What follows belongs to an exercise in optimizing a design on an open flow for small area, a short achievable clock period and few clock cycles per item; a production flow would make more cautious choices.
Function was checked by simulation only, so behaviour that the tests miss may differ from the original.
Power is estimated from default activity; no workload was simulated.

// cg_step_top
module cg_step_top
(
	input wire clk,
	input wire reset,
	input wire in_valid,
	input wire [127:0] in_elem,
	output logic busy,
	output logic out_valid,
	output logic [63:0] out_elem,
	output logic out_last,
	output logic zero_div
);
	localparam int M = 18;
	localparam int AW = $clog2(M);
	localparam int CW = $clog2(M + 1);
	logic [127:0] mem [M];
	logic [AW-1:0] wr_ptr;
	logic [AW-1:0] rd_ptr;
	logic [CW-1:0] count;
	logic rd_go;
	always_ff @(posedge clk)
	begin
		if (in_valid)
			mem[wr_ptr] <= in_elem;
	end
	logic [2:0] in_cnt;
	logic s0_v;
	logic s0_first;
	logic s0_last;
	logic [31:0] s0_r;
	logic [31:0] s0_p;
	logic [15:0] s0_neg;
	logic [15:0] s0_one;
	logic [15:0] s0_two;
	always_ff @(posedge clk)
	begin
		if (reset)
		begin
			in_cnt <= '0;
			s0_v <= 1'b0;
		end
		else
		begin
			if (in_valid)
				in_cnt <= in_cnt + 3'd1;
			s0_v <= in_valid;
		end
	end
	always_ff @(posedge clk)
	begin
		s0_first <= (in_cnt == 3'd0);
		s0_last <= (in_cnt == 3'd7);
		s0_r <= in_elem[95:64];
		s0_p <= in_elem[63:32];
		for (int i = 0; i < 16; i++)
		begin
			logic b2;
			logic b1;
			logic b0;
			b2 = in_elem[2 * i + 1];
			b1 = in_elem[2 * i];
			b0 = (i == 0) ? 1'b0 : in_elem[(i == 0) ? 0 : 2 * i - 1];
			s0_neg[i] <= b2;
			s0_one[i] <= b1 ^ b0;
			s0_two[i] <= (b2 & ~b1 & ~b0) | (~b2 & b1 & b0);
		end
	end
	logic [47:0] rr_s;
	logic [47:0] rr_c;
	logic [47:0] pap_s;
	logic [47:0] pap_c;
	logic [47:0] rr_s_n;
	logic [47:0] rr_c_n;
	logic [47:0] pap_s_n;
	logic [47:0] pap_c_n;
	logic dot_done;
	cg_tree_sq u_sq (
		.u(s0_r),
		.e0(s0_first ? 48'd0 : rr_s),
		.e1(s0_first ? 48'd0 : rr_c),
		.s(rr_s_n),
		.c(rr_c_n)
	);
	cg_tree_mac u_mac (
		.a(s0_p),
		.neg(s0_neg),
		.one(s0_one),
  ...
Settings: LEC_CHECK=0, CAP_MARGIN=20, CORE_MARGIN=2, CORE_UTILIZATION=40, SLEW_MARGIN=20; clock period 12.0 ns.
standard.sh (not shown) runs the stock make flow with config.mk's settings and CLKGATE_MAP_FILE= SYNTH_SCRIPT=/design/flow/synth_recipe.tcl, a recipe that flattens the netlist after the stock synthesis.
==> flow/flow/run.sh <==
#!/bin/bash
set -euo pipefail
bash standard.sh SETUP_SLACK_MARGIN=7.5 finish > layout.log 2>&1
Testbench counts at the start, summed over its fixed seeds: cycles 1,197, items 128.
Then changed:
==> flow/flow/run.sh (replaced) <==
#!/bin/bash
set -euo pipefail
bash standard.sh SETUP_SLACK_MARGIN=6.5 finish > layout.log 2>&1
Result:
- The new run completed with no timing, DRC or antenna violations
- die area stays the same
- routed wire length fell by 7.3%
- via count goes down by 4.1%
- final area is lower by about 6.4%
- setup slack got worse by 0.29 ns
- synthesized cell count does not change
- clock power is about the same
- clock-buffer cell count drops by 13
- power falls by 3.5%


## north
cg_step_top again, from the RTL that the note above started with.
clock: 12.0 ns
lec_check: 0
cap_margin: 20
core_margin: 2
core_utilization: 50
place_density: 0.7
slew_margin: 20
==> flow/flow/run.sh <==
#!/bin/bash
set -euo pipefail
bash standard.sh SETUP_SLACK_MARGIN=7.0 finish > layout.log 2>&1
| north | all stages done | FAIL | antenna rules |
Testbench counts of north, summed over its fixed seeds: cycles 1,197, items 128.
Here is what was changed in the inputs of south compared with north.
Settings: changing CORE_UTILIZATION from 50 to 40; removing PLACE_DENSITY (formerly 0.7).
### Flow results
south: no failed stages, no open violations at the end
Number of gates on the worst path with buffers counted ended up 7 higher on south than on north.
Cmp south vs north: maximum frequency higher in south
Of south and north, it is south that has the higher total of plain and repair buffers excluding clock buffers.
From north to south the numbers moved as follows: global-route usage decreased 5.2 points; number of gates resized after CTS increased 20; relative contribution of sequential cells to total power decreased 0.6 points; height of the chip increased 12%.
Compared with north, maximum number of pins on one net before global-route repair in south increased by more than 10%.

## separate check: timing with driven ports
In the flow no input, the clock included, has a driving cell. The finished layouts below were timed again as built, in two steps.
Step 1: set_driving_cell puts a clkbuf_16 on clk and a buf_2 on each other input, an assumption about the parent block.
Step 2 also shifts input and output timing later by t, the mid clock arrival at the registers, as if the neighbouring blocks saw the same clock.
a / b / c = ideal / step 1 / step 2; a / b = the first two.
run | shift t [ns] | setup WS [ns] | clock arrival spread, ns | slew at the worst register clock pin (ns) | cell pins on the clock port's net
the first run of note 1 | 1.135 | 6.813 / 6.813 / 6.222 | 0.105 / 0.105 | 0.08 / 0.08 | 1
the second run of note 1 | 1.123 | 6.523 / 6.523 / 5.720 | 0.142 / 0.141 | 0.07 / 0.07 | 1
north | 1.079 | 6.689 / 6.689 / 5.900 | 0.117 / 0.117 | 0.07 / 0.07 | 1
south | 1.134 | 6.758 / 6.758 / 6.111 | 0.119 / 0.119 | 0.07 / 0.07 | 1
For the second run of note 1, which loses most, drivers alone change the setup slack by 0.000 ns; drivers and shift together by -0.803 ns.
